This design comes from an exercise in tuning for small area, a short achievable clock period and few clock cycles per item on the open sky130 flow, not from production work.
In this exercise RTL edits were held to simulation tests only and were not proved equivalent to the original.
Power is estimated from default activity; no workload was simulated.

## flow/config.mk

```make
export PLATFORM = sky130hd
export DESIGN_NAME = host_envelope_deframer_crc16_core
export DESIGN_NICKNAME = host_envelope_deframer_crc16_core
export VERILOG_FILES = /design/flow/design.v
export SDC_FILE = /design/flow/constraint.sdc
export NUM_CORES = 4
export LEC_CHECK = 0
export ABC_AREA = 1
export ABC_CLOCK_PERIOD_IN_PS = 2000
export CAP_MARGIN = 20
export CORE_MARGIN = 2
export CORE_UTILIZATION = 40
export CTS_CLUSTER_DIAMETER = 80
export CTS_CLUSTER_SIZE = 28
export PLACE_DENSITY = 0.6
export SETUP_SLACK_MARGIN = 2.95
export SLEW_MARGIN = 20
```

## flow/constraint.sdc

```tcl
create_clock -name core_clock -period 5.0 [get_ports {clk}]
set_input_delay 1.0000 -clock core_clock [delete_from_list [all_inputs] [get_ports {clk}]]
set_output_delay 1.0000 -clock core_clock [all_outputs]
set_load 0.01 [all_outputs]
```

## flow/standard.sh

```bash
#!/bin/bash
# synth_recipe.tcl (not shown) runs the flow's synth.tcl, then flattens the netlist and writes it again
# the make line also repeats each setting of config.mk as NAME=value (left out here)
make -C /OpenROAD-flow-scripts/flow DESIGN_CONFIG=/design/flow/config.mk WORK_HOME=/design/flow/orfs CLKGATE_MAP_FILE= SYNTH_SCRIPT=/design/flow/synth_recipe.tcl "${@:-finish}"
```

## flow/flow/run.sh

```bash
#!/bin/bash
# The standard layout (the standard.sh, ORFS synthesis to finish), with
# two changes to how the layout is made:
#  - the port buffers that buffer_ports inserts are sky130_fd_sc_hd__buf_2
#    instead of the delay cell it picks by default;
#  - clock tree synthesis runs with the standard arguments (and the cluster
#    settings of config.mk) but inserts no dummy loads.
# Everything else, including synthesis, floorplan, power grid and tap cells,
# is the standard flow.
set -euo pipefail
cd "$(dirname "$0")/.."
bash standard.sh \
	'BUFFER_PORTS_ARGS=-buffer_cell sky130_fd_sc_hd__buf_2' \
	'CTS_ARGS=-sink_clustering_enable -repair_clock_nets -sink_clustering_size 28 -sink_clustering_max_diameter 80 -dont_use_dummy_load -distance_between_buffers 1000 -branching_point_buffers_distance 1000' \
	finish > run_make.log 2>&1
```

## flow/design.v

```verilog
package hedc_pkg;
	localparam int CFG_IDX_W = 3;
	localparam logic [CFG_IDX_W-1:0] CFG_START_BYTE   = 3'd0;
	localparam logic [CFG_IDX_W-1:0] CFG_ENV_VERSION  = 3'd1;
	localparam logic [CFG_IDX_W-1:0] CFG_FRAME_MARKER = 3'd2;
	localparam logic [CFG_IDX_W-1:0] CFG_FRAME_VER    = 3'd3;
	localparam logic [CFG_IDX_W-1:0] CFG_FRAME_KIND   = 3'd4;
	localparam logic [7:0] START_BYTE_RST   = 8'hA5;
	localparam logic [7:0] ENV_VERSION_RST  = 8'h01;
	localparam logic [7:0] FRAME_MARKER_RST = 8'hD7;
	localparam logic [7:0] FRAME_VER_RST    = 8'h02;
	localparam logic [7:0] FRAME_KIND_RST   = 8'h01;
	localparam int ENV_VER_POS  = 1;
	localparam int EMIT_FIRST   = 2;
	localparam int INNER_OFFSET = 4;
	localparam logic [15:0] CRC_INIT = 16'hFFFF;
	localparam logic [15:0] CRC_POLY = 16'h1021;
	localparam logic [15:0] CRC_MSB  = 16'h8000;
	typedef enum logic [7:0] {
		ST_IDLE    = 8'b0000_0001,
		ST_CHECK   = 8'b0000_0010,
		ST_FLUSH   = 8'b0000_0100,
		ST_DECIDE  = 8'b0000_1000,
		ST_SCAN    = 8'b0001_0000,
		ST_COPY    = 8'b0010_0000,
		ST_EMIT_RD = 8'b0100_0000,
		ST_EMIT_WR = 8'b1000_0000
	} hedc_state_t;
	typedef struct packed {
		logic       clr;
		logic       vld;
		logic [7:0] data;
		logic       env_ver;
		logic       marker;
		logic       fver;
		logic       kind;
		logic       crc_en;
		logic       got_hi;
		logic       got_lo;
	} hedc_chk_t;
	function automatic logic [15:0] crc16_byte(input logic [15:0] crc, input logic [7:0] data);
		logic [15:0] c;
		c = crc ^ {data, 8'h00};
		for (int b = 0; b < 8; b++) begin
			if ((c & CRC_MSB) != 16'h0000) begin
				c = (c << 1) ^ CRC_POLY;
			end else begin
				c = c << 1;
			end
		end
		crc16_byte = c;
	endfunction
endpackage
module hedc_ram #(
	parameter int WIDTH = 8,
	parameter int DEPTH = 40
) (
	input  logic                     clk,
	input  logic                     we,
	input  logic [$clog2(DEPTH)-1:0] waddr,
	input  logic [WIDTH-1:0]         wdata,
	input  logic                     re,
	input  logic [$clog2(DEPTH)-1:0] raddr,
	output logic [WIDTH-1:0]         rdata
);
	logic [WIDTH-1:0] mem_q [DEPTH];
	logic [WIDTH-1:0] rdata_q;
	always_ff @(posedge clk) begin
		if (we) begin
			mem_q[waddr] <= wdata;
		end
		if (re) begin
			rdata_q <= mem_q[raddr];
		end
	end
	assign rdata = rdata_q;
endmodule
module hedc_check (
	input  logic                clk,
	input  logic                arst_n,
	input  logic [7:0]          env_version,
	input  logic [7:0]          frame_marker,
	input  logic [7:0]          frame_version,
	input  logic [7:0]          frame_kind,
	input  hedc_pkg::hedc_chk_t beat,
	output logic                pass
);
	logic        ok_q;
	logic [15:0] crc_q;
	logic [15:0] got_q;
	logic        bad;
	assign bad = (beat.env_ver && (beat.data != env_version)) ||
		(beat.marker && (beat.data != frame_marker)) ||
		(beat.fver && (beat.data != frame_version)) ||
		(beat.kind && (beat.data != frame_kind));
	always_ff @(posedge clk or negedge arst_n) begin
		if (!arst_n) begin
			ok_q <= 1'b0;
		end else if (beat.clr) begin
			ok_q <= 1'b1;
		end else if (beat.vld && bad) begin
			ok_q <= 1'b0;
		end
	end
	always_ff @(posedge clk) begin
		if (beat.clr) begin
			crc_q <= hedc_pkg::CRC_INIT;
		end else if (beat.vld) begin
			if (beat.crc_en) begin
				crc_q <= hedc_pkg::crc16_byte(crc_q, beat.data);
			end
			if (beat.got_hi) begin
				got_q[15:8] <= beat.data;
			end
			if (beat.got_lo) begin
				got_q[7:0] <= beat.data;
			end
		end
	end
	assign pass = ok_q && (got_q == crc_q);
endmodule
module host_envelope_deframer_crc16_core #(
	parameter int ENVELOPE_BYTES    = 40,
	parameter int INNER_FRAME_BYTES = 36
) (
	input  logic                           clk,
	input  logic                           arst_n,
	input  logic                           cfg_we,
	input  logic [hedc_pkg::CFG_IDX_W-1:0] cfg_idx,
	input  logic [7:0]                     cfg_data,
	input  logic                           rx_valid,
	output logic                           rx_stall,
	input  logic [7:0]                     rx_byte,
	output logic                           out_valid,
	input  logic                           out_stall,
	output logic [7:0]                     out_byte,
	output logic                           out_last
);
	localparam int         NS   = 38;         
	localparam logic [5:0] DMAX = 6'(NS - 1);
	function automatic logic [5:0] dstep(input logic [5:0] d);
		dstep = (d == 6'd0) ? DMAX : d - 6'd1;
	endfunction
	logic [7:0] start_q, env_ver_q, marker_q, fver_q, kind_q;
	logic       in_v, sk_v;
	logic [7:0] in_b, sk_b;
	logic       in_st, sk_st;
	logic       stall_q;     
	logic [7:0] drum [NS];
	logic [7:0] tap;         
	logic [5:0] dr, dw, df;  
	logic       dr0, dw0, df0;
	logic [5:0] nf;          
	logic       nz;          
	logic       anchored;    
	logic [5:0]  pos;
	logic        e0, g2, d38, l39;
	logic        ok;
	logic [15:0] crc;
	logic [7:0]  cmp_q;      
	logic        ff;         
	logic        fp1;        
	logic        repro;      
	logic        rphase;     
	logic        rdre;       
	logic        out_valid_q;
	logic [7:0]  out_byte_q;
	logic        out_last_q;
	logic        o1_v;
	logic [7:0]  o1_b;
	logic        o1_l;
	logic ld, rd_out, rep_end, rep_active, store_ok, consume, wr;
	logic eq_in, gd, in_free, incoming, cmp_rx, nxt_st, fresh_ok_n, rdre_n;
	logic ev_s, ev_v, ev_v1, ev_v0, ev_m, ev_sv, ev_er, vgood, set_df0, set_dfm;
	logic [15:0] crc_step;
	assign tap        = drum[NS-1];
	assign ld         = !out_valid_q || !out_stall;
	assign rd_out     = nz && dr0 && !o1_v;
	assign rep_end    = repro && rphase && dw0;
	assign rep_active = repro && !rep_end;
	assign store_ok   = anchored ? (dw0 && !(nz && dr0 && o1_v)) : (!nz || rd_out);
	assign consume    = in_v && !rep_active && (!g2 || store_ok);
	assign wr         = consume && g2;
	assign eq_in  = (in_b == cmp_q);
	assign gd     = ok && eq_in;
	assign ev_s  = e0 && consume && in_st;
	assign ev_v  = l39 && consume;
	assign ev_v1 = ev_v && !gd && (ff || in_st);
	assign ev_v0 = ev_v && !ev_v1;
	assign ev_m  = !e0 && !l39 && (rdre || consume);
	assign ev_sv = ev_s || ev_v;
	assign ev_er = ev_v && !gd && ff;
	assign vgood = ev_v && gd;
	assign set_df0 = ev_m && in_st && !ff && (rdre || wr);
	assign set_dfm = wr && fp1;
	assign crc_step = hedc_pkg::crc16_byte(crc, in_b);
	assign in_free  = !in_v || consume;
	assign incoming = rx_valid && !stall_q;
	assign rx_stall = stall_q;
	assign cmp_rx   = (rx_byte == start_q);
	always_ff @(posedge clk) begin
		drum[0] <= wr ? in_b : tap;
		for (int k = 1; k < NS; k++) begin
			drum[k] <= drum[k-1];
		end
	end
	assign nxt_st = (drum[NS-2] == start_q);
	logic repro_n, rphase_n, dw0_n, df0_n;
	assign repro_n  = ev_er || (repro && !rep_end);
	assign rphase_n = !ev_er && (rphase || rdre);
	assign dw0_n    = wr || (dw == 6'd1);
	assign df0_n    = set_df0 || (!set_dfm && (df == 6'd1));
	assign rdre_n     = repro_n && !(rphase_n && dw0_n) && (rphase_n || df0_n);
	assign fresh_ok_n = !repro_n || (rphase_n && dw0_n);
	always_ff @(posedge clk) begin
		if (!sk_v) begin
			sk_b  <= rx_byte;
			sk_st <= cmp_rx;
		end
		if (rdre_n) begin
			in_b  <= drum[NS-2];
			in_st <= nxt_st;
		end else if (in_free && fresh_ok_n) begin
			in_b  <= sk_v ? sk_b : rx_byte;
			in_st <= sk_v ? sk_st : cmp_rx;
		end
		if (ld) begin
			out_byte_q <= o1_v ? o1_b : tap;
			out_last_q <= o1_v ? o1_l : (nf == 6'd1);
		end
		if (!o1_v) begin
			o1_b <= tap;
			o1_l <= (nf == 6'd1);
		end
		dr     <= (rd_out || (wr && !nz)) ? 6'd0 : dstep(dr);
		dr0    <= rd_out || (wr && !nz) || (dr == 6'd1);
		dw     <= wr ? 6'd0 : dstep(dw);
		dw0    <= dw0_n;
		df     <= set_df0 ? 6'd0 : set_dfm ? DMAX : dstep(df);
		df0    <= df0_n;
		rphase <= rphase_n;
		if (vgood) begin
			nf <= 6'(NS);
		end else if (rd_out) begin
			nf <= nf - 6'd1;
		end
		stall_q <= !(in_free && fresh_ok_n) && (sk_v || incoming);
		if (ev_s || ev_v1) begin
			pos <= 6'd1;
		end else if (ev_v0) begin
			pos <= 6'd0;
		end else if (ev_m) begin
			pos <= pos + 6'd1;
		end
		if (ev_sv) begin
			d38 <= 1'b0;
		end else if (ev_m) begin
			d38 <= (pos == 6'd37);
		end
		if (ev_m) begin
			if (pos[5:2] == 4'd0) begin
				crc <= hedc_pkg::CRC_INIT;
			end else if (pos < 6'd38) begin
				crc <= crc_step;
			end
			if (pos == 6'd1) begin
				ok <= eq_in;
			end else if ((pos == 6'd4) || (pos == 6'd5) || (pos == 6'd6) || d38) begin
				ok <= ok && eq_in;
			end
		end
		if (ev_sv) begin
			cmp_q <= env_ver_q;
		end else if (ev_m) begin
			case (pos)
				6'd3:    cmp_q <= marker_q;
				6'd4:    cmp_q <= fver_q;
				6'd5:    cmp_q <= kind_q;
				6'd37:   cmp_q <= crc_step[15:8];
				6'd38:   cmp_q <= crc[7:0];
				default: begin
				end
			endcase
		end
		if (set_dfm) begin
			fp1 <= 1'b0;
		end
		if (ev_sv) begin
			ff  <= 1'b0;
			fp1 <= 1'b0;
		end else if (ev_m && in_st && !ff) begin
			ff <= 1'b1;
			if (!(rdre || wr)) begin
				fp1 <= 1'b1;
			end
		end
	end
	always_ff @(posedge clk or negedge arst_n) begin
		if (!arst_n) begin
			start_q     <= hedc_pkg::START_BYTE_RST;
			env_ver_q   <= hedc_pkg::ENV_VERSION_RST;
			marker_q    <= hedc_pkg::FRAME_MARKER_RST;
			fver_q      <= hedc_pkg::FRAME_VER_RST;
			kind_q      <= hedc_pkg::FRAME_KIND_RST;
			in_v        <= 1'b0;
			sk_v        <= 1'b0;
			nz          <= 1'b0;
			anchored    <= 1'b0;
			e0          <= 1'b1;
			g2          <= 1'b0;
			l39         <= 1'b0;
			repro       <= 1'b0;
			rdre        <= 1'b0;
			out_valid_q <= 1'b0;
			o1_v        <= 1'b0;
		end else begin
			if (cfg_we) begin
				case (cfg_idx)
					hedc_pkg::CFG_START_BYTE:   start_q   <= cfg_data;
					hedc_pkg::CFG_ENV_VERSION:  env_ver_q <= cfg_data;
					hedc_pkg::CFG_FRAME_MARKER: marker_q  <= cfg_data;
					hedc_pkg::CFG_FRAME_VER:    fver_q    <= cfg_data;
					hedc_pkg::CFG_FRAME_KIND:   kind_q    <= cfg_data;
					default: begin
					end
				endcase
			end
			if (in_free && fresh_ok_n) begin
				in_v <= sk_v || incoming;
				sk_v <= 1'b0;
			end else begin
				in_v <= in_v && !consume;
				if (incoming) begin
					sk_v <= 1'b1;
				end
			end
			if (ld) begin
				out_valid_q <= o1_v || rd_out;
				o1_v        <= 1'b0;
			end else if (rd_out) begin
				o1_v        <= 1'b1;
			end
			if (vgood) begin
				nz <= 1'b1;
			end else if (rd_out) begin
				nz <= (nf != 6'd1);
			end
			repro <= repro_n;
			rdre  <= rdre_n;
			if (ev_s) begin
				e0 <= 1'b0;
			end else if (ev_v0) begin
				e0 <= 1'b1;
			end
			if (ev_v) begin
				g2  <= 1'b0;
				l39 <= 1'b0;
			end else if (ev_m) begin
				g2  <= 1'b1;
				l39 <= d38;
			end
			if (wr) begin
				anchored <= 1'b1;
			end
			if (ev_v) begin
				anchored <= ev_er;
			end
		end
	end
	assign out_valid = out_valid_q;
	assign out_byte  = out_byte_q;
	assign out_last  = out_last_q;
endmodule
```

==> results.json, run 1 <==
{
  "crit_path_top_delay_cell": "edfxtp_1",
  "design_area_um2": 14800,
  "dp_cells": 1557,
  "vdd_ir_drop_max_mv": 0.301,
  "synthMuxAreaShare_pct": 0.346,
  "wl_per_cell_um": 13.5,
  "status": "no timing/DRC/antenna violations",
  "synth_edf_count": 43,
  "cp-end-kind": "primary output",
  "instances_no_fill": 1618,
  "syn2layout_area_growth_pct": 13.5,
  "crit_family": "flip-flops",
  "regToRegStartpoint": "o1_v$_DFFE_PN0P_",
  "top_register": "drum",
  "overflow": 0,
  "yosys_most_used_dff": "dfxtp_1",
  "htree_levels": 1,
  "cp_data_required_time_ns": 4.00,
  "p_per_area_nw_per_um2": 694,
  "fp.dieW_um": 184,
  "hold_class": "register to register",
  "synth_compound_area_share_pct": 5.14,
  "relSlewSlack_pct": 53.7,
  "p_sw_mw": 3.15,
  "reg2reg_to": "in_b[6]$_DFFE_PP_",
  "synth_xor_area_share_pct": 3.03,
  "swShare_pct": 30.7,
  "clk_path_buf_depth": 3,
  "avgSynthCellArea_um2": 11.9,
  "hold_viol_final": 0,
  "clock_latency_ns": 0.53,
  "crit_start": "out_byte_q[1]$_DFFE_PN_",
  "cts-root-buf": "clkbuf_16",
  "rsz0062_at_grt": "true",
  "routed_wl_um": 21800,
  "yosys-top-cells-area": "dfxtp_1, edfxtp_1, dfrtp_1",
  "crit_type": "register to primary output",
  "seq_area_um2": 9780,
  "postRouteAntennaNets": 0,
  "power.leakage_nw": 6.39,
  "synthArstFlopShare_pct": 11.3,
  "power_frac_comb_pct": 26.2,
  "critPathArrivalTime_ns": 1.09,
  "worst_setup_path_start_kind": "register",
  "vias": 7143,
  "min_period_ns": 2.09,
  "yosysWarnings": 2,
  "synth_top_area_share_pct": 55.2,
  "finalMaxSlewViolations": 0,
  "worst_pin_slew_ns": 0.695,
  "synthAdderAreaFrac_pct": 1.25,
  "max_stage_delay_ns": 0.41,
  "synth_cell_types": 50,
  "crit_chain": "buf_2",
  "synth_top_cell_by_area": "dfxtp_1",
  "synthesis.nets": 1132,
  "ff2ff_setup_slack_ns": 2.97,
  "syn_inst": 1095,
  "core_um2": 32300,
  "path_depth": 1,
  "pwr-share-seq_pct": 56.7,
  "remaining_drc_errors": 0,
  "postPlaceCellArea_um2": 13700,
  "clkSinkCount": 453,
  "initial_utilization_pct": 40.3,
  "finClkSkew_ns": 0.0508,
  "cp_num_buf_inv": 1,
  "synth_top_family_by_area": "simple AND/OR/NAND/NOR gates",
  "syn_area_um2": 13000,
  "dieArea_um2": 34000,
  "largest_reg_flops": 304,
  "period_share_pct": 41.7,
  "grt_pass1_wl_um": 34600,
  "p_clk_share_pct": 17.2,
  "first_iter_violations": 463,
  "antenna_found_initial": 0,
  "tns_ns": 0,
  "numPortBuffers": 34,
  "fmax_mhz": 479,
  "first_global_vias": 6550,
  "rows": 66,
  "cp_max_fo": 1,
  "dp_hpwl_um": 14700,
  "endpoint": "out_byte[1]",
  "first_pass_iters": 5,
  "antenna_cells": 0,
  "p_int_mw": 7.12,
  "track_usage_pct": 12.9,
  "drive_above_1_share_pct": 15.0,
  "tritoncts": "built",
  "clk_pin_slew_ns": 0.10,
  "yosysSeqAreaShare_pct": 75.0,
  "worstRegToRegCells": 12,
  "die_h_um": 184,
  "drt-vias-per-instance": 4.41,
  "largestRegisters": "drum x304, crc x16",
  "setup-violations-final": 0,
  "maxCapViolations": 0,
  "numCtsBuffers": 21,
  "grt_max_degree": 52,
  "place_congestion": 0.890,
  "final.fill_count": 2956,
  "layout.nets": 1215,
  "multiInputGateArea_um2": 3010,
  "yosys.area_share.simple_pct": 12.0,
  "pin_count": 35,
  "synth-seq-cells": 453
}
## power by group through the flow
stage | clock [mW] | sequential, mW | combinational [mW]
after floorplan | 0 | 5.67 | 1.66
after global placement | 0 | 5.91 | 2.09
after detailed placement | 0 | 5.91 | 2.13
after CTS | 1.83 | 5.83 | 2.36
after global routing | 1.96 | 5.97 | 2.99
final | 1.76 | 5.82 | 2.69
## logic make-up (layout without fill, tap and decap cells)
group | after synthesis | count (layout)
XOR/XNOR | 45 | 45
multiplexers | 4 | 4
adder cells (fa/ha/maj) | 13 | 13
buffers and inverters | 109 | 189
AO/OA/AOI/OAI | 120 | 120
flip-flops | 453 | 453
AND/OR/NAND/NOR | 351 | 352
## per-stage QoR
stage / utilization [%] / power [mW] / hold slack [ns] / setup WS (ns)
finish: 45.8 / 10.3 / 0.269 / 2.91
floorplan: - / 7.33 / 0.310 / 2.97
CTS: 44.8 / 10.0 / 0.270 / 2.87
global placement: 42.4 / 8.00 / 0.310 / 2.55
global route: 45.8 / 10.9 / 0.270 / 2.85
detailed placement: 42.4 / 8.04 / 0.312 / 2.44
## metal layers
layer | track usage [%] | share of wire (%)
met3 | 2.51 | 4.5
met5 | 0 | 0
met4 | 4.61 | 3.3
met1 | 19.3 | 51
met2 | 18.6 | 41
## what timing repair did
item,CTS,global route
resized for setup,21,25
setup buffers,17,21
gates cloned,0,2
pin swaps,5,14
hold buffers,0,0
setup endpoints to repair,67,69
## cell type report
cell class	instances	area share [%]
inverter	94	2.56
sequential	453	66.2
clock buffer	21	3.55
timing repair buffer	74	3.61
multi-input combinational	534	20.4
tap	442	3.74
## cell usage in the layout (no fill, tap or decap), drive strengths merged, types with 3 or more instances in the layout
master / synthesis / routed
a21oi: 26 / 26
a31oi: 4 / 4
buf: 4 / 73
clkbuf: 11 / 22
dfrtp: 37 / 37
dfstp: 14 / 14
dfxtp: 359 / 359
edfxtp: 43 / 43
ha: 13 / 13
inv: 93 / 92
mux2: 4 / 4
nand2: 240 / 241
nand3: 38 / 38
nand3b: 3 / 3
nand4: 4 / 4
nor2: 45 / 45
nor3: 7 / 7
nor3b: 4 / 4
nor4: 3 / 3
o211ai: 7 / 7
o21ai: 70 / 70
o22ai: 3 / 3
o2bb2ai: 4 / 4
or2: 7 / 7
xnor2: 29 / 29
xor2: 16 / 16
## synthesized netlist by cell type (2+ instances only)
library cell	count
ha_1	13
xor2_1	16
inv_1	85
a31oi_1	4
buf_2	2
o21ai_0	66
nor3b_1	4
dfrtp_1	37
dfstp_2	14
edfxtp_1	43
dfxtp_1	359
nand2_4	2
or2_2	7
nor2_1	41
mux2_2	4
inv_2	7
clkbuf_1	11
nand2_1	234
o21ai_1	3
o211ai_1	7
nor2_4	2
nand3_1	33
xnor2_1	29
nand3b_1	3
nor4_1	3
o2bb2ai_1	4
nor3_1	5
nand3_2	4
nand2_2	3
a21oi_1	25
o22ai_1	3
nand4_1	4
## worst min path at each step
| stage | startpoint | endpoint | slack, ns | depth (start not counted) |
|---|---|---|---|---|
| 5_1_grt | drum[12][5]$_DFF_P_ | drum[13][5]$_DFF_P_ | 0.27 | 0 |
| 3_3_place_gp | drum[1][7]$_DFF_P_ | drum[2][7]$_DFF_P_ | 0.31 | 0 |
| 2_1_floorplan | drum[9][0]$_DFF_P_ | drum[10][0]$_DFF_P_ | 0.31 | 0 |
| 4_1_cts | drum[10][5]$_DFF_P_ | drum[11][5]$_DFF_P_ | 0.27 | 0 |
| 3_5_place_dp | drum[10][0]$_DFF_P_ | drum[11][0]$_DFF_P_ | 0.31 | 0 |
| 6_report | drum[10][5]$_DFF_P_ | drum[11][5]$_DFF_P_ | 0.27 | 0 |
Testbench counts, summed over its fixed seeds: cycles 19,364, beats 12,008.
==> run 2: changes to the inputs <==
--- a/flow/flow/run.sh
+++ b/flow/flow/run.sh
@@ -13,3 +13,3 @@
 	'BUFFER_PORTS_ARGS=-buffer_cell sky130_fd_sc_hd__buf_2' \
-	'CTS_ARGS=-sink_clustering_enable -repair_clock_nets -sink_clustering_size 28 -sink_clustering_max_diameter 80 -dont_use_dummy_load -distance_between_buffers 1000 -branching_point_buffers_distance 1000' \
+	'CTS_ARGS=-sink_clustering_enable -repair_clock_nets -sink_clustering_size 28 -sink_clustering_max_diameter 80 -dont_use_dummy_load -sink_clustering_levels 1' \
 	finish > run_make.log 2>&1
==> run 2 against run 1 <==
  * Global-route usage stayed put
  * Synthesized cell count unchanged
  * Sequential share of layout area unchanged
  * Total power did not move
  * Sequential power barely moved
  * Synthesized area unchanged
  * Register-to-register slack about the same
  * Worst hold slack unchanged
  * Setup slack unchanged
  * Clock power barely moved
==> results.json, run 2 <==
{
  "status": "no timing/DRC/antenna violations",
  "maxCapViolations": 0,
  "drt-vias-per-instance": 4.41,
  "hold_buffers": 0,
  "swShare_pct": 30.7,
  "finClkSkew_ns": 0.0508,
  "synth-seq-cells": 453,
  "pin_count": 35,
  "worst_setup_path_start_kind": "register",
  "hold_class": "register to register",
  "postRouteAntennaNets": 0,
  "finalWorstSetupSlack_ns": 2.91,
  "crit_family": "flip-flops",
  "synthArstFlopShare_pct": 11.3,
  "first_global_vias": 6550,
  "vias": 7143,
  "utilization_pct": 45.8,
  "largest_reg_flops": 304,
  "numCtsBuffers": 21,
  "avgSynthCellArea_um2": 11.9,
  "place_ws_ns": 2.44,
  "worstRegToRegCells": 12,
  "cp_num_buf_inv": 1,
  "power.leakage_nw": 6.39,
  "largestRegisters": "drum x304, crc x16",
  "crit_type": "register to primary output",
  "antenna_found_initial": 0,
  "synth_edf_count": 43,
  "htree_levels": 1,
  "vdd_ir_drop_max_mv": 0.301,
  "syn_inst": 1095,
  "crit_path_top_delay_cell": "edfxtp_1",
  "regToRegStartpoint": "o1_v$_DFFE_PN0P_",
  "crit_start": "out_byte_q[1]$_DFFE_PN_",
  "core_um2": 32300,
  "path_depth": 1,
  "p_sw_mw": 3.15,
  "track_usage_pct": 12.9,
  "antenna_cells": 0,
  "fmax_mhz": 479,
  "routed_wl_um": 21800,
  "dp_hpwl_um": 14700,
  "rsz0062_at_grt": "true",
  "overflow": 0,
  "first_iter_violations": 463,
  "hold_viol_final": 0,
  "yosysSeqAreaShare_pct": 75.0,
  "rows": 66,
  "relSlewSlack_pct": 53.7,
  "finalMaxSlewViolations": 0,
  "endpoint": "out_byte[1]",
  "syn2layout_area_growth_pct": 13.5,
  "clk_path_buf_depth": 3,
  "p_clk_share_pct": 17.2,
  "drive_above_1_share_pct": 15.0,
  "cts-root-buf": "clkbuf_16",
  "critPathArrivalTime_ns": 1.09,
  "grt_pass1_wl_um": 34600,
  "yosys_most_used_dff": "dfxtp_1",
  "power_frac_comb_pct": 26.2,
  "dieArea_um2": 34000,
  "p_int_mw": 7.12,
  "worst_pin_slew_ns": 0.695,
  "final_cell_mix": "dfxtp_1, nand2_1, inv_1",
  "ys_top_cells_by_count": "dfxtp_1, nand2_1, inv_1",
  "clkSinkCount": 453,
  "pwr-share-seq_pct": 56.7,
  "fp.dieW_um": 184,
  "p_per_area_nw_per_um2": 694,
  "cp-end-kind": "primary output",
  "cp_max_fo": 1,
  "tritoncts": "built",
  "grt_max_degree": 52,
  "holdWs_ns": 0.269,
  "synthesis.nets": 1132,
  "tns_ns": 0,
  "first_pass_iters": 5,
  "layout.nets": 1215,
  "crit_chain": "buf_2",
  "place_congestion": 0.890,
  "period_share_pct": 41.7,
  "numPortBuffers": 34,
  "clk_pin_slew_ns": 0.10,
  "syn_area_um2": 13000,
  "ff2ff_setup_slack_ns": 2.97,
  "synth_cell_types": 50,
  "cp_data_required_time_ns": 4.00,
  "initial_utilization_pct": 40.3,
  "wl_per_cell_um": 13.5,
  "layout_commonest_cell": "dfxtp_1",
  "min_period_ns": 2.09,
  "synth.most_common_cell": "dfxtp_1",
  "synth_top_area_share_pct": 55.2,
  "yosysWarnings": 2,
  "setup-violations-final": 0,
  "clock_latency_ns": 0.53,
  "reg2reg_to": "in_b[6]$_DFFE_PP_",
  "yosys-top-cells-area": "dfxtp_1, edfxtp_1, dfrtp_1",
  "remaining_drc_errors": 0,
  "synth_top_cell_by_area": "dfxtp_1",
  "top_register": "drum",
  "die_h_um": 184,
  "max_stage_delay_ns": 0.41
}
## run 2: cell counts after synthesis
No cell type changed its count.
## run 2: how the worst min path moves through the flow
stage          slack, ns                   to                start  depth (start not counted)
4_1_cts             0.27  drum[11][5]$_DFF_P_  drum[10][5]$_DFF_P_                          0
3_5_place_dp        0.31  drum[11][0]$_DFF_P_  drum[10][0]$_DFF_P_                          0
3_3_place_gp        0.31   drum[2][7]$_DFF_P_   drum[1][7]$_DFF_P_                          0
2_1_floorplan       0.31  drum[10][0]$_DFF_P_   drum[9][0]$_DFF_P_                          0
6_report            0.27  drum[11][5]$_DFF_P_  drum[10][5]$_DFF_P_                          0
5_1_grt             0.27  drum[13][5]$_DFF_P_  drum[12][5]$_DFF_P_                          0
## run 2: routing by layer
| metal | wire [um] | share of wire [%] | vias up | track usage (%) |
|---|---|---|---|---|
| li1 | - | - | 3631 | - |
| met1 | 11200 | 51 | 3348 | 19.3 |
| met2 | 8930 | 41 | 127 | 18.6 |
| met3 | 990 | 4.5 | 37 | 2.51 |
| met4 | 714 | 3.3 | 0 | 4.61 |
| met5 | 0 | 0 | - | 0 |
## run 2: per-stage QoR
| step | std cells | instance area, um2 | total power [mW] |
|---|---|---|---|
| floorplan | 1095 | 13000 | 7.33 |
| global placement | 1557 | 13700 | 8.00 |
| detailed placement | 1557 | 13700 | 8.04 |
| CTS | 1595 | 14500 | 10.0 |
| global route | 1618 | 14800 | 10.9 |
| finish | 1618 | 14800 | 10.3 |
## run 2: cells by family (layout without fill, tap and decap cells)
kind of cell / Yosys count / after routing / share of synthesized area [%]
fa+ha+maj: 13 / 13 / 1.25
mux: 4 / 4 / 0.346
flops: 453 / 453 / 75.0
xor+xnor: 45 / 45 / 3.03
simple gates: 351 / 352 / 12.0
buf+inv: 109 / 189 / 3.27
compound gates: 120 / 120 / 5.14
## run 2: layout make-up
| cell class | count | area [um2] |
|---|---|---|
| flip-flops and latches | 453 | 9780 |
| fillers | 2956 | 17500 |
| well taps | 442 | 553 |
| inverters | 94 | 379 |
| multi-input cells | 534 | 3010 |
| clock buffers | 21 | 526 |
| repair buffers | 74 | 533 |
## run 2: power by group through the flow
stage,Combinational [mW],Sequential [mW],Clock (mW)
final,2.69,5.82,1.76
after global routing,2.99,5.97,1.96
after CTS,2.36,5.83,1.83
after detailed placement,2.13,5.91,0
after global placement,2.09,5.91,0
after floorplan,1.66,5.67,0
## run 2: timing repair
action,in CTS,in global routing
setup endpoints to repair,67,69
setup buffers,17,21
cloned,0,2
pin swaps,5,14
hold endpoints to repair,0,0
gates resized for setup,21,25
==> run 3: changes to the inputs <==
--- a/flow/flow/run.sh
+++ b/flow/flow/run.sh
@@ -13,3 +13,3 @@
 	'BUFFER_PORTS_ARGS=-buffer_cell sky130_fd_sc_hd__buf_2' \
-	'CTS_ARGS=-sink_clustering_enable -repair_clock_nets -sink_clustering_size 28 -sink_clustering_max_diameter 80 -dont_use_dummy_load -sink_clustering_levels 1' \
+	'CTS_ARGS=-sink_clustering_enable -repair_clock_nets -sink_clustering_size 28 -sink_clustering_max_diameter 80 -dont_use_dummy_load' \
 	finish > run_make.log 2>&1
==> run 3 against run 2 <==
  * Count of clock-buffer cells in the layout unchanged
  * Clock skew unchanged
  * Via count unchanged
  * Critical endpoint unchanged
  * Largest cell class unchanged
  * Largest power group unchanged
==> results.json, run 3 <==
{
  "cts-root-buf": "clkbuf_16",
  "grt_pass1_wl_um": 34600,
  "status": "no timing/DRC/antenna violations",
  "relSlewSlack_pct": 53.7,
  "die_h_um": 184,
  "power_mw": 10.3,
  "largestRegisters": "drum x304, crc x16",
  "avgSynthCellArea_um2": 11.9,
  "first_pass_iters": 5,
  "clock_latency_ns": 0.53,
  "htree_levels": 1,
  "cp_max_fo": 1,
  "vias": 7143,
  "pin_count": 35,
  "ff2ff_setup_slack_ns": 2.97,
  "syn_inst": 1095,
  "synth.most_common_cell": "dfxtp_1",
  "yosys-top-cells-area": "dfxtp_1, edfxtp_1, dfrtp_1",
  "worst_pin_slew_ns": 0.695,
  "wl_per_cell_um": 13.5,
  "yosysSeqAreaShare_pct": 75.0,
  "drt-vias-per-instance": 4.41,
  "place_congestion": 0.890,
  "clk_pin_slew_ns": 0.10,
  "synth-seq-cells": 453,
  "grt_max_degree": 52,
  "final_cell_mix": "dfxtp_1, nand2_1, inv_1",
  "power.leakage_nw": 6.39,
  "hold_class": "register to register",
  "rows": 66,
  "worst_hold_path.endpoint": "drum[11][5]$_DFF_P_",
  "dp_hpwl_um": 14700,
  "initial_utilization_pct": 40.3,
  "crit_chain": "buf_2",
  "clkSinkCount": 453,
  "numCtsBuffers": 21,
  "overflow": 0,
  "hold_viol_final": 0,
  "max_stage_delay_ns": 0.41,
  "synth_cell_types": 50,
  "layout_commonest_cell": "dfxtp_1",
  "finalMaxSlewViolations": 0,
  "first_global_vias": 6550,
  "numPortBuffers": 34,
  "tns_ns": 0,
  "hold_buffers": 0,
  "min_period_ns": 2.09,
  "crit_type": "register to primary output",
  "cp_num_buf_inv": 1,
  "remaining_drc_errors": 0,
  "antenna_found_initial": 0,
  "synth_top_cell_by_area": "dfxtp_1",
  "instances_no_fill": 1618,
  "antenna_cells": 0,
  "fp.dieW_um": 184,
  "synth_edf_count": 43,
  "rsz0062_at_grt": "true",
  "cp-end-kind": "primary output",
  "first_iter_violations": 463,
  "p_per_area_nw_per_um2": 694,
  "crit_path_top_delay_cell": "edfxtp_1",
  "top_register": "drum",
  "worst_setup_path_start_kind": "register",
  "ys_top_cells_by_count": "dfxtp_1, nand2_1, inv_1",
  "worstRegToRegCells": 12,
  "reg2reg_to": "in_b[6]$_DFFE_PP_",
  "synthArstFlopShare_pct": 11.3,
  "hold_start": "drum[10][5]$_DFF_P_",
  "holdWs_ns": 0.269,
  "core_um2": 32300,
  "finalWorstSetupSlack_ns": 2.91,
  "largest_reg_flops": 304,
  "tritoncts": "built",
  "postRouteAntennaNets": 0,
  "layout.nets": 1215,
  "syn_area_um2": 13000,
  "synthesis.nets": 1132,
  "yosysWarnings": 2,
  "final.fill_count": 2956,
  "dp_cells": 1557,
  "cp_data_required_time_ns": 4.00,
  "dieArea_um2": 34000,
  "syn2layout_area_growth_pct": 13.5,
  "yosys_most_used_dff": "dfxtp_1",
  "vdd_ir_drop_max_mv": 0.301,
  "fmax_mhz": 479,
  "place_ws_ns": 2.44,
  "track_usage_pct": 12.9,
  "routed_wl_um": 21800,
  "regToRegStartpoint": "o1_v$_DFFE_PN0P_",
  "holdPathStages": 0,
  "finClkSkew_ns": 0.0508,
  "clk_path_buf_depth": 3,
  "synth_top_area_share_pct": 55.2,
  "setup-violations-final": 0,
  "drive_above_1_share_pct": 15.0,
  "maxCapViolations": 0,
  "period_share_pct": 41.7,
  "critPathArrivalTime_ns": 1.09,
  "crit_family": "flip-flops"
}
-- run 3: cell counts after synthesis --
Identical to the previous run, type by type.
-- run 3: where the power goes --
group	internal [mW]	total (mW)	switching, mW
Sequential	5.25	5.82	0.563
Clock	0.754	1.76	1.01
Combinational	1.11	2.69	1.58
-- run 3: per-layer routing --
metal | vias up | routed length (um) | GRT usage [%]
li1 | 3631 | - | -
met1 | 3348 | 11200 | 19.3
met2 | 127 | 8930 | 18.6
met3 | 37 | 990 | 2.51
met4 | 0 | 714 | 4.61
met5 | - | 0 | 0
-- run 3: cell type report --
cell class                      instances  area (um2)  share of cell area [%]
Sequential cell                       453        9780                    66.2
Multi-Input combinational cell        534        3010                    20.4
Tap cell                              442         553                    3.74
Timing Repair Buffer                   74         533                    3.61
Clock buffer                           21         526                    3.55
Inverter                               94         379                    2.56
-- run 3: timing repair --
action	4_1_cts	5_1_grt
setup endpoints to repair	67	69
cloned	0	2
pin swaps	5	14
setup buffers	17	21
gates resized for setup	21	25
hold endpoints to repair	0	0
-- run 3: worst max path at each step --
stage | startpoint | endpoint | slack, ns | cells past startpoint
3_5_place_dp | o1_v$_DFFE_PN0P_ | in_b[2]$_DFFE_PP_ | 2.44 | 10
4_1_cts | out_byte_q[1]$_DFFE_PN_ | out_byte[1] | 2.87 | 1
6_report | out_byte_q[1]$_DFFE_PN_ | out_byte[1] | 2.91 | 1
2_1_floorplan | in_b[2]$_DFFE_PP_ | in_b[0]$_DFFE_PP_ | 2.97 | 12
5_1_grt | out_byte_q[4]$_DFFE_PN_ | out_byte[4] | 2.85 | 1
3_3_place_gp | o1_v$_DFFE_PN0P_ | in_b[2]$_DFFE_PP_ | 2.55 | 10
-- run 3: metrics by stage --
step                utilization, %  cell area [um2]
floorplan                        -            13000
global placement              42.4            13700
finish                        45.8            14800
global route                  45.8            14800
detailed placement            42.4            13700
CTS                           44.8            14500
-- run 3: cells by family after synthesis --
family / synth area share [%]
multiplexers: 0.346
AND/OR/NAND/NOR: 12.0
XOR/XNOR: 3.03
flip-flops: 75.0
buffers and inverters: 3.27
adder cells (fa/ha/maj): 1.25
AO/OA/AOI/OAI: 5.14

[re-timing with driven ports]
Ports are ideal in the flow. The routed layouts listed here were re-timed in OpenROAD.
Step 1: set_driving_cell puts a clkbuf_16 on clk and a buf_2 on each other input, an assumption about the parent block.
Step 2 also shifts input and output timing later by t, the mid clock arrival at the registers, as if the neighbouring blocks saw the same clock.
Slacks: no drivers / after step 1 / after step 2; pairs: no drivers / after step 1.
run | t, ns | setup WS [ns] | latest minus earliest clock arrival (ns) | slew at the worst register clock pin (ns) | cell pins on the clock port's net
run 1 | 0.551 | 2.913 / 2.866 / 2.821 | 0.053 / 0.053 | 0.10 / 0.10 | 1
run 2 | 0.551 | 2.913 / 2.866 / 2.821 | 0.053 / 0.053 | 0.10 / 0.10 | 1
run 3 | 0.551 | 2.913 / 2.866 / 2.821 | 0.053 / 0.053 | 0.10 / 0.10 | 1
After both steps every run listed still meets setup and hold.
